Background: an optimization exercise with open tools, aiming at small area and few clock cycles. Do not read the settings as production practice. Function was checked by simulation only, so behaviour that the tests miss may differ from the original. Power is estimated from default activity; no workload was simulated.

<file path="flow/design.v">
package cedec_pkg;
    typedef enum logic [2:0] {
        KIND_LABEL     = 3'd0,
        KIND_WEIGHT    = 3'd1,
        KIND_TAG       = 3'd2,
        KIND_NS_HEADER = 3'd3,
        KIND_FEATURE   = 3'd4,
        KIND_TRUNCATED = 3'd5,
        KIND_OVERRUN   = 3'd6
    } kind_t;
endpackage
module cached_example_decoder
#(
    parameter int INDEX_BITS         = 32,
    parameter int LENGTH_FIELD_BYTES = 8
)
(
    input  logic        clk,
    input  logic        rst_n,
    input  logic        in_valid,
    output logic        in_ready,
    input  logic [7:0]  data_byte,
    input  logic        stream_end,
    output logic        out_valid,
    input  logic        out_ready,
    output logic [2:0]  kind,
    output logic [7:0]  namespace_id,
    output logic [31:0] feature_index,
    output logic [31:0] value_bits,
    output logic        last_of_example
);
    typedef enum logic [3:0] {
        PH_LABEL   = 4'd0,
        PH_WEIGHT  = 4'd1,
        PH_NSCOUNT = 4'd2,
        PH_TAGLEN  = 4'd3,
        PH_TAG     = 4'd4,
        PH_NSID    = 4'd5,
        PH_NSLEN   = 4'd6,
        PH_FEAT    = 4'd7,
        PH_FVAL    = 4'd8
    } phase_t;
    phase_t      ph_q, ph_d;
    logic [3:0]  cnt_q, cnt_d;         
    logic [31:0] acc_q, acc_d;         
    logic [63:0] nsl_q, nsl_d;         
    logic [63:0] tls_q, tls_d;         
    logic [31:0] idx_q, idx_d;         
    logic [7:0]  ns_q, ns_d;           
    logic        nsclr_q, nsclr_d;     
    logic [1:0]  fl_q, fl_d;           
    logic        act_q, act_d;
    logic        nz_q, nz_d;           
    logic        hb_q, hb_d;           
    logic        ov_q;
    logic [2:0]  ok_q, ok_d;
    logic        olast_q, olast_d;
    logic        oshow_q, oshow_d;
    logic        step;
    logic        safe;
    logic        rv;                   
    logic [6:0]  d7;
    logic        vdone;
    logic [3:0]  cnt_inc;
    logic [3:0]  cnt_sat;
    logic        hi_zero;              
    logic        tls_one, tls_le4, len_zero;
    logic        nsl_zero, nsl_new_zero;
    logic        nb;
    logic [7:0]  nsl_lo_dec, hb_dec;
    logic [63:0] tls_step;             
    logic [31:0] contrib;
    logic [31:0] idx_sum;
    logic [6:0]  seg_a, seg_b;
    logic [7:0]  seg_s;
    logic        seg_co, run;
    logic [4:0]  seg_ci, seg_one;
    logic [1:0]  fl_cur;
    logic        example_done, overrun, end_ns, err, ns_new;
    assign in_ready = !ov_q || out_ready || safe;
    assign safe     = !stream_end &&
                      ((ph_q == PH_NSCOUNT) || (ph_q == PH_TAGLEN) ||
                       ((ph_q == PH_NSID) && (data_byte[7] || !oshow_q)) ||
                       ((ph_q == PH_NSLEN) && (cnt_q[2:0] != 3'd7)));
    assign step     = in_valid && in_ready;
    always_comb
    begin
        d7       = data_byte[6:0];
        vdone    = !data_byte[7];
        cnt_inc  = cnt_q + 4'd1;
        cnt_sat  = (cnt_q >= 4'd10) ? 4'd10 : cnt_inc;
        hi_zero  = (tls_q[63:8] == 56'd0);
        tls_one  = hi_zero && (tls_q[7:0] == 8'd1);
        tls_le4  = hi_zero && (tls_q[7:0] <= 8'd4);
        len_zero = hi_zero && (data_byte == 8'd0);
        hb_dec      = tls_q[15:8] - {7'd0, hb_q};
        tls_step    = tls_q;
        tls_step[7:0] = tls_q[7:0] - 8'd1;
        act_d       = act_q;
        hb_d        = hb_q;
        if (act_q)
        begin
            tls_step[63:8] = {hb_dec, tls_q[63:16]};
            hb_d           = hb_q && (tls_q[15:8] == 8'd0);
            if (tls_q[7:0] == 8'd249)
                act_d = 1'b0;
        end
        else if (tls_q[7:0] == 8'd0)
        begin
            act_d = 1'b1;
            hb_d  = 1'b1;
        end
        nb           = (cnt_q[2:0] == 3'd0) || fl_q[0];
        nsl_lo_dec   = nsl_q[7:0] - {7'd0, nb};
        nsl_zero     = !nz_q;
        nsl_new_zero = !nz_q && (nsl_lo_dec == 8'd0);
        contrib = '0;
        for (int i = 0; i < 32; i++)
            if (int'(cnt_q) == (i + 2) / 7)
                contrib[i] = d7[(i + 2) % 7];
        seg_a = '0;
        seg_b = '0;
        case (cnt_q)
            4'd0:    begin seg_a[4:0] = idx_q[4:0];   seg_b[4:0] = d7[6:2]; end
            4'd1:    begin seg_a      = idx_q[11:5];  seg_b      = d7;      end
            4'd2:    begin seg_a      = idx_q[18:12]; seg_b      = d7;      end
            4'd3:    begin seg_a      = idx_q[25:19]; seg_b      = d7;      end
            4'd4:    begin seg_a[5:0] = idx_q[31:26]; seg_b[5:0] = d7[5:0]; end
            default: ;
        endcase
        seg_s  = {1'b0, seg_a} + {1'b0, seg_b};
        seg_co = (cnt_q == 4'd0) ? seg_s[5] : seg_s[7];
        for (int k = 0; k < 5; k++)
        begin
            seg_one[k] = 1'b1;
            for (int i = ((k == 0) ? 0 : 7 * k - 2); i <= ((k == 4) ? 31 : 7 * k + 4); i++)
                seg_one[k] = seg_one[k] & idx_q[i];
        end
        seg_ci = '0;
        for (int k = 1; k < 5; k++)
            seg_ci[k] = (int'(cnt_q) == k - 1) ? seg_co : (seg_ci[k-1] && seg_one[k-1]);
        idx_sum = idx_q;
        for (int k = 0; k < 5; k++)
        begin
            run = seg_ci[k];
            for (int i = ((k == 0) ? 0 : 7 * k - 2); i <= ((k == 4) ? 31 : 7 * k + 4); i++)
            begin
                if (int'(cnt_q) == k)
                    idx_sum[i] = seg_s[(i + 2) % 7 - ((k == 0) ? 2 : 0)];
                else
                    idx_sum[i] = idx_q[i] ^ run;
                run = run & idx_q[i];
            end
        end
        fl_cur  = (cnt_q == 4'd0) ? data_byte[1:0] : fl_q;
        ph_d    = ph_q;
        cnt_d   = cnt_q;
        acc_d   = acc_q;
        nsl_d   = nsl_q;
        tls_d   = tls_q;
        idx_d   = idx_q;
        ns_d    = ns_q;
        nsclr_d = nsclr_q;
        fl_d    = fl_q;
        nz_d    = nz_q;
        rv           = 1'b0;
        ok_d         = cedec_pkg::KIND_LABEL;
        olast_d      = 1'b0;
        oshow_d      = 1'b0;
        example_done = 1'b0;
        overrun      = 1'b0;
        end_ns       = 1'b0;
        ns_new       = 1'b0;
        case (ph_q)
            PH_LABEL, PH_WEIGHT:
            begin
                if (ph_q == PH_LABEL)
                    idx_d = '0;
                acc_d = {data_byte, acc_q[31:8]};
                cnt_d = cnt_inc;
                if (cnt_q[1:0] == 2'd3)
                begin
                    rv    = 1'b1;
                    ok_d  = (ph_q == PH_LABEL) ? cedec_pkg::KIND_LABEL : cedec_pkg::KIND_WEIGHT;
                    cnt_d = '0;
                    ph_d  = (ph_q == PH_LABEL) ? PH_WEIGHT : PH_NSCOUNT;
                end
            end
            PH_NSCOUNT:
            begin
                for (int i = 0; i < 64; i++)
                    if (int'(cnt_q) == i / 7)
                        nsl_d[i] = d7[i % 7];
                    else if (cnt_q == 4'd0)
                        nsl_d[i] = 1'b0;
                nz_d = ((cnt_q != 4'd0) && nz_q) ||
                       ((cnt_q < 4'd9) && (d7 != 7'd0)) || ((cnt_q == 4'd9) && d7[0]);
                cnt_d = cnt_sat;
                if (vdone)
                begin
                    cnt_d = '0;
                    ph_d  = PH_TAGLEN;
                end
            end
            PH_TAGLEN:
            begin
                for (int i = 0; i < 64; i++)
                    if (int'(cnt_q) == i / 7)
                        tls_d[i] = d7[i % 7];
                    else if (cnt_q == 4'd0)
                        tls_d[i] = 1'b0;
                act_d = 1'b0;
                cnt_d = cnt_sat;
                if (vdone)
                begin
                    cnt_d = '0;
                    if (((cnt_q != 4'd0) && !(hi_zero && (tls_q[7:0] == 8'd0))) ||
                        ((cnt_q < 4'd10) && (d7 != 7'd0)))
                        ph_d = PH_TAG;
                    else if (!nsl_zero)
                        ph_d = PH_NSID;
                    else
                        example_done = 1'b1;
                end
            end
            PH_TAG:
            begin
                tls_d   = tls_step;
                acc_d   = {24'd0, data_byte};
                rv      = 1'b1;
                ok_d    = cedec_pkg::KIND_TAG;
                olast_d = tls_one && nsl_zero;
                if (tls_one)
                begin
                    if (!nsl_zero)
                        ph_d = PH_NSID;
                    else
                        example_done = 1'b1;
                end
            end
            PH_NSID:
            begin
                if (cnt_q == 4'd0)
                    tls_d[7:0] = {1'b0, d7};
                else if (cnt_q == 4'd1)
                    tls_d[7] = data_byte[0];
                cnt_d = cnt_sat;
                if (vdone)
                begin
                    ns_d    = tls_d[7:0];
                    nsclr_d = 1'b0;
                    ns_new  = 1'b1;
                    cnt_d   = '0;
                    ph_d    = PH_NSLEN;
                end
            end
            PH_NSLEN:
            begin
                tls_d    = {data_byte, tls_q[63:8]};
                act_d    = 1'b0;
                nsl_d    = {nsl_lo_dec, nsl_q[63:8]};
                nz_d     = ((cnt_q[2:0] != 3'd0) && nz_q) || (nsl_lo_dec != 8'd0);
                fl_d[0]  = nb && (nsl_q[7:0] == 8'd0);
                cnt_d    = cnt_inc;
                if (cnt_q[2:0] == 3'd7)
                begin
                    idx_d   = '0;
                    acc_d   = '0;
                    cnt_d   = '0;
                    rv      = 1'b1;
                    ok_d    = cedec_pkg::KIND_NS_HEADER;
                    oshow_d = 1'b1;
                    olast_d = len_zero && nsl_new_zero;
                    if (len_zero)
                        end_ns = 1'b1;
                    else
                        ph_d = PH_FEAT;
                end
            end
            PH_FEAT:
            begin
                tls_d = tls_step;
                idx_d = idx_sum;
                fl_d  = fl_cur;
                cnt_d = cnt_sat;
                if (vdone)
                begin
                    cnt_d = '0;
                    if (fl_cur[0] || !fl_cur[1])
                    begin
                        rv      = 1'b1;
                        ok_d    = cedec_pkg::KIND_FEATURE;
                        oshow_d = 1'b1;
                        acc_d   = fl_cur[0] ? 32'hBF80_0000 : 32'h3F80_0000;
                        olast_d = tls_one && nsl_zero;
                        if (tls_one)
                            end_ns = 1'b1;
                    end
                    else if (tls_le4)
                        overrun = 1'b1;
                    else
                        ph_d = PH_FVAL;
                end
                else if (tls_one)
                    overrun = 1'b1;
            end
            PH_FVAL:
            begin
                tls_d = tls_step;
                acc_d = {data_byte, acc_q[31:8]};
                cnt_d = cnt_inc;
                if (cnt_q[1:0] == 2'd3)
                begin
                    cnt_d   = '0;
                    rv      = 1'b1;
                    ok_d    = cedec_pkg::KIND_FEATURE;
                    oshow_d = 1'b1;
                    olast_d = tls_one && nsl_zero;
                    if (tls_one)
                        end_ns = 1'b1;
                    else
                        ph_d = PH_FEAT;
                end
            end
            default: ;
        endcase
        if (end_ns)
        begin
            if ((ph_q == PH_NSLEN) ? nsl_new_zero : nsl_zero)
                example_done = 1'b1;
            else
                ph_d = PH_NSID;
        end
        err = overrun || (stream_end && !example_done);
        if (err)
        begin
            rv      = 1'b1;
            ok_d    = overrun ? cedec_pkg::KIND_OVERRUN : cedec_pkg::KIND_TRUNCATED;
            olast_d = 1'b1;
            oshow_d = ns_new || !nsclr_q;
            nsclr_d = 1'b1;
            idx_d   = '0;
            acc_d   = '0;
        end
        if (err || example_done)
        begin
            ph_d  = PH_LABEL;
            cnt_d = '0;
        end
    end
    always_ff @(posedge clk or negedge rst_n)
    begin
        if (!rst_n)
        begin
            ph_q    <= PH_LABEL;
            cnt_q   <= '0;
            nsclr_q <= 1'b1;
            ov_q    <= 1'b0;
        end
        else
        begin
            if (step)
            begin
                ph_q    <= ph_d;
                cnt_q   <= cnt_d;
                nsclr_q <= nsclr_d;
            end
            if (step && rv)
                ov_q <= 1'b1;
            else if (out_ready)
                ov_q <= 1'b0;
        end
    end
    always_ff @(posedge clk)
    begin
        if (step)
        begin
            acc_q <= acc_d;
            nsl_q <= nsl_d;
            tls_q <= tls_d;
            idx_q <= idx_d;
            ns_q  <= ns_d;
            fl_q  <= fl_d;
            nz_q  <= nz_d;
            act_q <= act_d;
            hb_q  <= hb_d;
        end
        if (step && rv)
        begin
            ok_q    <= ok_d;
            olast_q <= olast_d;
            oshow_q <= oshow_d;
        end
    end
    assign out_valid       = ov_q;
    assign kind            = ok_q;
    assign last_of_example = olast_q;
    assign namespace_id    = oshow_q ? ns_q : 8'd0;
    assign feature_index   = idx_q;
    assign value_bits      = acc_q;
endmodule
</file>
<file path="flow/flow/run.sh">
#!/bin/bash
# The standard layout (standard.sh: the standard flow's synthesis script and the ORFS flow), with three
# changes made through ORFS's own variables:
#  - synthesis maps the logic with an area-oriented ABC script (flow/abc_area.script, used in
#    place of ORFS's abc_speed.script in a copy of ORFS's scripts folder; nothing else in the
#    copy differs, and registers are mapped before ABC runs, so they are the standard ones);
#  - the port buffers that placement inserts are buf_1 cells instead of the default choice;
#  - clock tree synthesis builds from clkbuf_4 only, in clusters of at most 8 sinks within
#    50 um, and inserts no dummy loads.
# Each tool's full output is in the ORFS logs under orfs/logs/; make's output is in
# standard_flow.log in this folder.
set -euo pipefail
rm -rf scripts_abc
cp -r "$FLOW_HOME/scripts" scripts_abc
cp flow/abc_area.script scripts_abc/abc_speed.script
export SCRIPTS_DIR="$PWD/scripts_abc"
export BUFFER_PORTS_ARGS="-buffer_cell sky130_fd_sc_hd__buf_1"
export CTS_ARGS="-sink_clustering_enable -repair_clock_nets -dont_use_dummy_load -buf_list {sky130_fd_sc_hd__clkbuf_4} -sink_clustering_size 8 -sink_clustering_max_diameter 50"
bash standard.sh > standard_flow.log 2>&1
</file>
<file path="flow/flow/abc_area.script">
&get -n
&st
&dch
&nf
&st
&syn2
&dch
&nf
&st
&dch
&nf
&put
topo
dnsize -c
</file>
<file path="flow/standard.sh">
#!/bin/bash
# synth_recipe.tcl (not shown) runs the flow's synth.tcl, then flattens the netlist and writes it again
# the make line also repeats each setting of config.mk as NAME=value (left out here)
make -C /OpenROAD-flow-scripts/flow DESIGN_CONFIG=/design/flow/config.mk WORK_HOME=/design/flow/orfs CLKGATE_MAP_FILE= SYNTH_SCRIPT=/design/flow/synth_recipe.tcl "${@:-finish}"
</file>
<file path="flow/config.mk">
export PLATFORM = sky130hd
export DESIGN_NAME = cached_example_decoder
export DESIGN_NICKNAME = cached_example_decoder
export VERILOG_FILES = /design/flow/design.v
export SDC_FILE = /design/flow/constraint.sdc
export NUM_CORES = 4
export LEC_CHECK = 0
export CAP_MARGIN = 20
export CORE_MARGIN = 2
export CORE_UTILIZATION = 55
export SLEW_MARGIN = 20
</file>
<file path="flow/constraint.sdc">
create_clock -name core_clock -period 9.0 [get_ports {clk}]
set_input_delay 1.8000 -clock core_clock [delete_from_list [all_inputs] [get_ports {clk}]]
set_output_delay 1.8000 -clock core_clock [all_outputs]
set_load 0.01 [all_outputs]
</file>
==> results_tabular.tex <==
\begin{tabular}{lr}
\hline
Metric & Value \\
\hline
\multicolumn{2}{l}{\textbf{Run status}} \\
Status & complete, no violations \\
\multicolumn{2}{l}{\textbf{Worst setup path}} \\
Number of cells traversed by the worst register-to-register path & 26 \\
Data arrival, critical path & 6.32 ns \\
Setup crit end kind & flip-flop \\
Critical path launch point type & flip-flop \\
Source of the worst register-to-register timing path & cnt\_q[1] \\
Critical path class & reg -> reg \\
Setup slack on the worst flop-to-flop path & 3.15 ns \\
CP Data Required Time & 9.47 ns \\
Maximum fanout encountered on the critical timing path & 25 \\
Critical R2R Capture & idx\_q[31] \\
\multicolumn{2}{l}{\textbf{Detailed routing}} \\
Vias & 9502 \\
Number of DRC markers after the initial detailed-route iteration & 1100 \\
DR vias/cell & 6.29 \\
Total routed wirelength & 33100 um \\
Number of remaining DRC errors & 0 \\
First-pass iteration count of the detailed router & 6 \\
Detail Route Antenna Nets & 0 \\
Routed WL per cell & 21.9 um \\
\multicolumn{2}{l}{\textbf{Synthesis}} \\
Number of flops mapped to enable cells by yosys & 210 \\
Synth top area share & 0.553 \\
Count of yosys warnings during synthesis & 1 \\
Seq/Total Area, Yosys & 0.575 \\
Per-instance average area after synthesis & 10.4 um\^{}2 \\
Cell with the most instances after synthesis & sky130\_fd\_sc\_hd\_\_nand2\_1 \\
Post-synthesis register bit count & 220 \\
Number of standard cells after synthesis & 1094 \\
Synth unique cells & 54 \\
Cell type with the highest aggregate area in the netlist & sky130\_fd\_sc\_hd\_\_edfxtp\_1 \\
Top cells by area, synth & sky130\_fd\_sc\_hd\_\_edfxtp\_1 (55\%), sky130\_fd\_sc\_hd\_\_nand2\_1 (8.6\%), sky130\_fd\_sc\_hd\_\_o21ai\_0 (5.7\%) \\
Post-Synthesis Net Count & 1152 \\
Post-synthesis instance area & 11400 um\^{}2 \\
Post-synth top flop & sky130\_fd\_sc\_hd\_\_edfxtp\_1 \\
Post-synthesis async set-or-reset flop share & 0.0455 \\
Ranking of synthesized cells by instance count & sky130\_fd\_sc\_hd\_\_nand2\_1 (260), sky130\_fd\_sc\_hd\_\_edfxtp\_1 (210), sky130\_fd\_sc\_hd\_\_o21ai\_0 (130) \\
\multicolumn{2}{l}{\textbf{Clock network}} \\
Number of buffers added to fix hold violations after cts & 0 \\
H-tree depth & 2 \\
Clock slew seen by the registers of the worst setup and hold paths & 0.09 ns \\
Clock Tree Buf Depth & 3 \\
Number of clock sinks & 220 \\
Post-CTS Setup Bufs & 0 \\
Clock latency reported for the late side of the worst-skew pair & 0.64 ns \\
Count of instances resized after the clock tree is built & 0 \\
Root buffer cell & sky130\_fd\_sc\_hd\_\_clkbuf\_4 \\
CTS tree & built \\
CTS Buf Count & 34 \\
\multicolumn{2}{l}{\textbf{Power}} \\
Power per cell area & 248 nW/um\^{}2 \\
Standby leakage power & 4.39 nW \\
IR drop worst, VDD & 0.145 mV \\
\multicolumn{2}{l}{\textbf{Placed design}} \\
Number of placed cells counting well taps & 1476 \\
Count of input and output buffers & 90 \\
Worst setup timing slack at the placement stage & 2.96 ns \\
Total half-perimeter wirelength after legalization and detailed placement & 22700 um \\
GPL Wtd Cong & 0.923 \\
Cell area after placement & 12300 um\^{}2 \\
\multicolumn{2}{l}{\textbf{Min path}} \\
Destination of the worst hold path & nsclr\_q \\
Hold Path Class & reg -> reg \\
Hold Path Depth & 2 \\
Startpoint of the lowest-slack hold path & nsclr\_q \\
\multicolumn{2}{l}{\textbf{Timing}} \\
Worst Slack Setup Final & 3.15 ns \\
Number of failing setup endpoints in the final timing report & 0 \\
Max transition margin & 0.227 \\
Least-Margin Pin Slew & 1.16 ns \\
Unrepaired setup endpoints after global routing & false \\
Setup skew after layout & 0.0596 ns \\
Final hold slack & 0.467 ns \\
Maximum frequency from static timing analysis & 171 MHz \\
Setup TNS & 0 ns \\
Time the final worst path needs with I/O delays and setup & 5.85 ns \\
Max-slew violation count & 0 \\
Number of hold violations in the final report & 0 \\
Post-route fraction of the period consumed by the critical path & 0.650 \\
\multicolumn{2}{l}{\textbf{Global routing}} \\
First-pass GRT wire length & 51300 um \\
Initial antenna violation count & 1 \\
Largest net degree at the start of global routing & 100 \\
Vias in the first global route & 9027 \\
Global router's overall resource usage & 0.305 \\
Overflow after GRT & 0 \\
\multicolumn{2}{l}{\textbf{Floorplanning}} \\
Die Ht & 148 um \\
Initial standard-cell utilization of the core & 0.562 \\
Core Rows & 52 \\
Total core area & 20300 um\^{}2 \\
Top Ports & 91 \\
Area of the die & 21900 um\^{}2 \\
Die Span X & 148 um \\
\multicolumn{2}{l}{\textbf{Cells and area}} \\
Share of cells above drive strength 1 & 0.0516 \\
Net count, final & 1300 \\
Fin cells & 1511 \\
Area growth from synthesis to layout & 10.0\% \\
Final standard cell area without fillers & 12600 um\^{}2 \\
\multicolumn{2}{l}{\textbf{Job}} \\
Max-Cap Viols & 0 \\
\hline
\end{tabular}
==> flip-flops by register name, indices dropped and copies added, names as in the netlist, 2 cells and up <==
signal / count
ph_q: 4
acc_q: 32
nsl_q: 64
idx_q: 32
cnt_q: 4
ok_q: 3
tls_q: 64
ns_q: 8
fl_q: 2
==> cell usage in the layout, fill, tap and decap left out, types with 6 or more instances in the layout <==
| cell | n |
|---|---|
| sky130_fd_sc_hd__clkinv_1 | 25 |
| sky130_fd_sc_hd__a222oi_1 | 10 |
| sky130_fd_sc_hd__nand2_1 | 259 |
| sky130_fd_sc_hd__a22o_1 | 14 |
| sky130_fd_sc_hd__a22oi_1 | 8 |
| sky130_fd_sc_hd__nand3_1 | 8 |
| sky130_fd_sc_hd__o22ai_1 | 9 |
| sky130_fd_sc_hd__and2_0 | 39 |
| sky130_fd_sc_hd__buf_1 | 90 |
| sky130_fd_sc_hd__nor4_1 | 19 |
| sky130_fd_sc_hd__and3_1 | 6 |
| sky130_fd_sc_hd__clkbuf_4 | 34 |
| sky130_fd_sc_hd__o21ai_0 | 129 |
| sky130_fd_sc_hd__ha_1 | 44 |
| sky130_fd_sc_hd__dfrtp_1 | 9 |
| sky130_fd_sc_hd__nor2b_1 | 8 |
| sky130_fd_sc_hd__nor2_1 | 86 |
| sky130_fd_sc_hd__nand2b_1 | 7 |
| sky130_fd_sc_hd__nand4_1 | 15 |
| sky130_fd_sc_hd__a21oi_1 | 46 |
| sky130_fd_sc_hd__a211oi_1 | 21 |
| sky130_fd_sc_hd__edfxtp_1 | 210 |
| sky130_fd_sc_hd__nor3_1 | 21 |
| sky130_fd_sc_hd__buf_4 | 22 |
| sky130_fd_sc_hd__xnor2_1 | 19 |
| sky130_fd_sc_hd__xor2_1 | 6 |
==> cells by family (layout without fill, tap and decap cells) <==
| family | count (synthesis) | count (layout) | share of synthesized area |
|---|---|---|---|
| xor gates and xnor gates | 25 | 25 | 0.0192 |
| AOI/OAI and AO/OA | 282 | 282 | 0.152 |
| muxes | 1 | 1 | 0.000877 |
| DFF | 220 | 220 | 0.575 |
| and+or+nand+nor | 496 | 496 | 0.195 |
| other | 0 | 1 | 0 |
| adders and majority gates | 45 | 45 | 0.0500 |
| buffers and inverters | 25 | 171 | 0.00822 |
==> worst max-delay path, stage by stage, from the launching register on <==
cell and delay (ns):
sky130_fd_sc_hd__dfrtp_1 0.47, sky130_fd_sc_hd__ha_1 0.55, sky130_fd_sc_hd__clkinv_1 0.25, sky130_fd_sc_hd__nor3_2 0.15
sky130_fd_sc_hd__buf_4 0.34, sky130_fd_sc_hd__nor3_1 0.12, sky130_fd_sc_hd__nand2_1 0.17, sky130_fd_sc_hd__nand2_1 0.07
sky130_fd_sc_hd__nand2_1 0.13, sky130_fd_sc_hd__ha_1 0.24, sky130_fd_sc_hd__a21o_1 0.15, sky130_fd_sc_hd__a21oi_1 0.24
sky130_fd_sc_hd__o21bai_1 0.10, sky130_fd_sc_hd__a21oi_1 0.22, sky130_fd_sc_hd__xnor2_1 0.25, sky130_fd_sc_hd__o31a_1 0.35
sky130_fd_sc_hd__or3_1 0.37, sky130_fd_sc_hd__a21oi_1 0.20, sky130_fd_sc_hd__o2bb2ai_1 0.16, sky130_fd_sc_hd__ha_1 0.18
sky130_fd_sc_hd__ha_1 0.16, sky130_fd_sc_hd__ha_1 0.17, sky130_fd_sc_hd__ha_1 0.15, sky130_fd_sc_hd__ha_1 0.15
sky130_fd_sc_hd__xor2_1 0.15, sky130_fd_sc_hd__nor2_1 0.05, sky130_fd_sc_hd__a211oi_1 0.17
==> through the flow <==
| step | total power [mW] | util |
|---|---|---|
| 3_3_place_gp | 2.61 | 0.606 |
| 6_report | 3.12 | 0.619 |
| 5_1_grt | 3.30 | 0.619 |
| 2_1_floorplan | 2.18 | - |
| 4_1_cts | 3.11 | 0.618 |
| 3_5_place_dp | 2.60 | 0.606 |
==> where the power goes <==
group,switching [mW],internal (mW)
Combinational,0.821,0.351
Sequential,0.113,1.33
Clock,0.334,0.175
Total,1.27,1.85
==> layer usage <==
metal,GRT usage,vias to the layer above,part of all wire
li1,-,4396,-
met1,0.445,4528,0.43
met2,0.470,511,0.46
met3,0.0463,67,0.086
met4,0.105,0,0.029
met5,0,-,0
==> layout make-up <==
cell class,count,area (um^2)
fillers,1769,7740
flip-flops and latches,220,6560
multi-input cells,849,4810
repair buffers,112,503
well taps,270,338
clock buffers,34,255
inverters,25,93.8
diodes,1,2.50
==> worst max-delay path by stage <==
stage	slack, ns	startpoint	depth (start not counted)	end
finish	3.15	cnt_q[1]	26	idx_q[31]
global route	2.54	cnt_q[1]	26	idx_q[31]
CTS	3.21	cnt_q[1]	26	idx_q[31]
detailed placement	2.96	data_byte[3]	22	idx_q[31]
global placement	3.13	data_byte[3]	22	idx_q[31]
floorplan	2.74	data_byte[1]	9	idx_q[0]
Testbench counts, summed over its fixed seeds: cycles 28,388.

## port drivers added, routing unchanged
The results above use ideal ports. As a check the final layout listed here was re-extracted and re-timed, cells and wires unchanged. Step 1: set_driving_cell puts a clkbuf_16 on clk and a buf_2 on each other input, an assumption about the parent block. Step 2, shift: input delay + t, output delay - t, t = (earliest + latest rising clock arrival at the registers) / 2. This alone moves slack from input paths to output paths. Three values: no drivers, after step 1, after step 2; two values: the first two.
shift t [ns]: 0.651
slack for setup (ns): 3.149 / 3.149 / 2.943
pins driven straight from the clock port: 1
After both steps this run still meets setup and hold. For this run, drivers alone change the setup slack by 0.000 ns; drivers and shift together by -0.206 ns.
